Source: an optimization exercise on an open RTL-to-GDS flow (aim: small area and a short achievable clock period). Production flows keep margins and buffers that such runs may drop. Where RTL was checked, it was by simulation tests only, not by an equivalence proof against the original. No activity file was given, so power comes from the tool's default toggle rates.

## rev 12
==> module scoreboard_ctrl, before the edit <==
module scoreboard_ctrl (
    input  logic               clk,
    input  logic               rst,
    input  sb_pkg::inst_word_t inst,
    input  logic               alu_done,
    input  logic               mem_done,
    input  logic               mul_done,
    input  logic               div_done,
    input  logic               jump_done,
    input  logic               is_jump,
    output logic               issue_en,
    output logic               alu_en,
    output logic               mem_en,
    output logic               mul_en,
    output logic               div_en,
    output logic               jump_en,
    output sb_pkg::op_code_t   disp_op,
    output sb_pkg::reg_idx_t   rs1_ctrl,
    output sb_pkg::reg_idx_t   rs2_ctrl,
    output logic               reg_write,
    output sb_pkg::fu_id_t     write_sel,
    output sb_pkg::reg_idx_t   rd_ctrl
);
    localparam int N = 5;
    logic [1:0]      state;             
    logic [N:1]      busy, done, rdy1, rdy2, wt1, wt2;
    logic [4:0]      dst  [1:N];
    logic [4:0]      src1 [1:N];
    logic [4:0]      src2 [1:N];
    logic [4:0]      op_alu;
    logic [3:0]      op_mem, op_jmp;
    logic [1:0]      op_mul, op_div;
    logic [N:1]      war [1:N];         
    logic [24:0] dst_all, src1_all, src2_all;
    assign dst_all  = {dst[5],  dst[4],  dst[3],  dst[2],  dst[1]};
    assign src1_all = {src1[5], src1[4], src1[3], src1[2], src1[1]};
    assign src2_all = {src2[5], src2[4], src2[3], src2[2], src2[1]};
    logic [N:1] rec, m1, m2;
    logic [4:0] dec_op, dec_dst, dec_src1, dec_src2;
    logic       dd_nz, ds1_nz, ds2_nz;
    inst_decoder u_dec (
        .inst     (inst),
        .st_run   (state == 2'd0),
        .st_flush (state == 2'd2),
        .busy     (busy),
        .dst_all  (dst_all),
        .issue_en (issue_en),
        .rec      (rec),
        .dec_op   (dec_op),
        .dec_dst  (dec_dst),
        .dec_src1 (dec_src1),
        .dec_src2 (dec_src2),
        .dd_nz    (dd_nz),
        .ds1_nz   (ds1_nz),
        .ds2_nz   (ds2_nz),
        .m1       (m1),
        .m2       (m2)
    );
    logic [N:1] blk, disp, wb;
    always_comb begin
        for (int u = 1; u <= N; u++) begin
            blk[u] = 1'b0;
            for (int v = 1; v <= N; v++) begin
                if (v != u) blk[u] = blk[u] | war[v][u];
            end
        end
    end
    writeback_arbiter u_out (
        .rdy1      (rdy1),
        .rdy2      (rdy2),
        .done      (done),
        .blk       (blk),
        .op_alu    (op_alu),
        .op_mem    (op_mem),
        .op_mul    (op_mul),
        .op_div    (op_div),
        .op_jmp    (op_jmp),
        .src1_all  (src1_all),
        .src2_all  (src2_all),
        .dst_all   (dst_all),
        .disp      (disp),
        .wb        (wb),
        .disp_op   (disp_op),
        .rs1_ctrl  (rs1_ctrl),
        .rs2_ctrl  (rs2_ctrl),
        .reg_write (reg_write),
        .write_sel (write_sel),
        .rd_ctrl   (rd_ctrl)
    );
    assign alu_en  = disp[1];
    assign mem_en  = disp[2];
    assign mul_en  = disp[3];
    assign div_en  = disp[4];
    assign jump_en = disp[5];
    logic rdy1_now, rdy2_now;
    assign rdy1_now = !(ds1_nz && |(m1 & ~wb));
    assign rdy2_now = !(ds2_nz && |(m2 & ~wb));
    logic [N:1] wake1, wake2, rdy1_n, rdy2_n, wt1_n, wt2_n;
    logic [N:1] done_in;
    assign done_in = {jump_done, div_done, mul_done, mem_done, alu_done};
    always_comb begin
        for (int u = 1; u <= N; u++) begin
            wake1[u] = wt1[u] && (src1[u] == rd_ctrl);
            wake2[u] = wt2[u] && (src2[u] == rd_ctrl);
            rdy1_n[u] = ((rec[u] ? rdy1_now : rdy1[u]) && !disp[u]) || wake1[u];
            rdy2_n[u] = ((rec[u] ? rdy2_now : rdy2[u]) && !disp[u]) || wake2[u];
            wt1_n[u]  = (rec[u] ? !rdy1_now : wt1[u]) && !wake1[u];
            wt2_n[u]  = (rec[u] ? !rdy2_now : wt2[u]) && !wake2[u];
        end
    end
    always_ff @(posedge clk or posedge rst) begin
        if (rst) begin
            state <= 2'd0;
            busy  <= '0;
            done  <= '0;
            rdy1  <= '0;
            rdy2  <= '0;
            wt1   <= '0;
            wt2   <= '0;
        end else begin
            case (state)
                2'd0:    if (rec[5]) state <= 2'd1;
                2'd1:    if (jump_done) state <= is_jump ? 2'd2 : 2'd0;
                default: state <= 2'd0;
            endcase
            busy <= (busy | rec) & ~wb;
            done <= (done | (done_in & busy)) & ~wb;
            rdy1 <= rdy1_n;
            rdy2 <= rdy2_n;
            wt1  <= wt1_n;
            wt2  <= wt2_n;
        end
    end
    always_ff @(posedge clk) begin
        for (int u = 1; u <= N; u++) begin
            if (rec[u]) begin
                dst[u]  <= dec_dst;
                src1[u] <= dec_src1;
                src2[u] <= dec_src2;
            end
        end
        if (rec[1]) op_alu <= dec_op;
        if (rec[2]) op_mem <= dec_op[3:0];
        if (rec[3]) op_mul <= dec_op[1:0];
        if (rec[4]) op_div <= dec_op[1:0];
        if (rec[5]) op_jmp <= dec_op[3:0];
    end
    always_ff @(posedge clk) begin
        for (int u = 1; u <= N; u++) begin
            for (int v = 1; v <= N; v++) begin
                if (v != u) begin
                    if (rec[u])
                        war[v][u] <= dd_nz && !disp[v] && ((rdy1[v] && src1[v] == dec_dst) ||
                                                           (rdy2[v] && src2[v] == dec_dst));
                    else if (rec[v])
                        war[v][u] <= (wake1[v] && ds1_nz && m1[u]) ||
                                     (wake2[v] && ds2_nz && m2[u]);
                    else
                        war[v][u] <= war[v][u] && !disp[v];
                end else begin
                    war[v][u] <= 1'b0;
                end
            end
        end
    end
endmodule
clock: 8.5 ns
lec_check: 0
cap_margin: 20
core_margin: 2
core_utilization: 40
cts_buf_list: sky130_fd_sc_hd__clkbuf_8
setup_slack_margin: 3.7
slew_margin: 20
synth_hierarchical: 1
standard.sh (not shown) runs the stock make flow with config.mk's settings and CLKGATE_MAP_FILE= SYNTH_SCRIPT=/design/flow/synth_recipe.tcl, a recipe that flattens the netlist after the stock synthesis.
==> flow/flow/run.sh <==
#!/bin/bash
# Layout: the standard ORFS flow, with the port buffers inserted at
# placement made of the smallest plain buffer (the resizer still sizes them up
# where timing or slew needs it). Make's full output goes to flow_make.log.
set -euo pipefail
export BUFFER_PORTS_ARGS="-buffer_cell sky130_fd_sc_hd__buf_1"
bash standard.sh > flow_make.log 2>&1
diff inputs: rev 12 => rev 13
--- a/flow/design.v
+++ b/flow/design.v
@@ -350,11 +350,11 @@
             for (int v = 1; v <= N; v++) begin
                 if (v != u) begin
                     if (rec[u])
-                        war[v][u] <= dd_nz && !disp[v] && ((rdy1[v] && src1[v] == dec_dst) ||
-                                                           (rdy2[v] && src2[v] == dec_dst));
+                        war[v][u] <= dd_nz && ((rdy1_n[v] && src1[v] == dec_dst) ||
+                                               (rdy2_n[v] && src2[v] == dec_dst));
                     else if (rec[v])
-                        war[v][u] <= (wake1[v] && ds1_nz && m1[u]) ||
-                                     (wake2[v] && ds2_nz && m2[u]);
+                        war[v][u] <= (rdy1_n[v] && ds1_nz && m1[u]) ||
+                                     (rdy2_n[v] && ds2_nz && m2[u]);
                     else
                         war[v][u] <= war[v][u] && !disp[v];
                 end else begin
[summary]
Comparing rev 12 and rev 13, area added between synthesis and finish is higher on rev 12. Cmp rev 12 and rev 13 / total track usage / higher: rev 12. Summary of the comparison: setup slack after placement is higher in rev 13, relative to rev 12. Per the comparison of rev 13 with rev 12, post-layout instance area -250 µm²; achievable frequency down 1.1%; total vias in the final route has decreased. In the flow results for rev 12 and rev 13, the clock network power is larger on rev 12. Summary of rev 13 over rev 12: synthesized area decreased 2.2%, setup slack of the critical path after layout decreased 0.052 ns, flip-flop and latch count essentially unchanged, arrival time at the worst endpoint increased 0.05 ns, wire length reported by the detailed router decreased about 6%. | core utilization of the finished layout | lower: rev 13 |.
No functional check of the RTL was part of rev 12.

==> what the ideal ports hide <==
The results above use ideal ports. As a check the final layouts listed here were re-extracted and re-timed, cells and wires unchanged.
Step 1 sets driving cells, clkbuf_16 on the clock port and buf_2 on the other inputs (assumed; they add their load-dependent delay and slew).
Step 2 times the ports against the registers' clock, not the clock port: input delays grow and output delays shrink by t, the midpoint of the rising clock arrivals with the driver on.
a / b / c = ideal ports / drivers / drivers and shift; a / b = the first two.
| run | t (ns) | slack for setup (ns) | hold slack, ns | latest minus earliest clock arrival (ns) |
|---|---|---|---|---|
| rev 12 | 0.507 | 3.671 / 3.634 / 3.566 | 0.478 / 0.478 / 0.478 | 0.018 / 0.018 |
| rev 13 | 0.501 | 3.620 / 3.581 / 3.302 | 0.483 / 0.483 / 0.483 | 0.022 / 0.022 |
After both steps every run listed still meets setup and hold. The setup slack of rev 13, which loses most, moves by -0.039 ns with the drivers and by -0.318 ns with both steps.
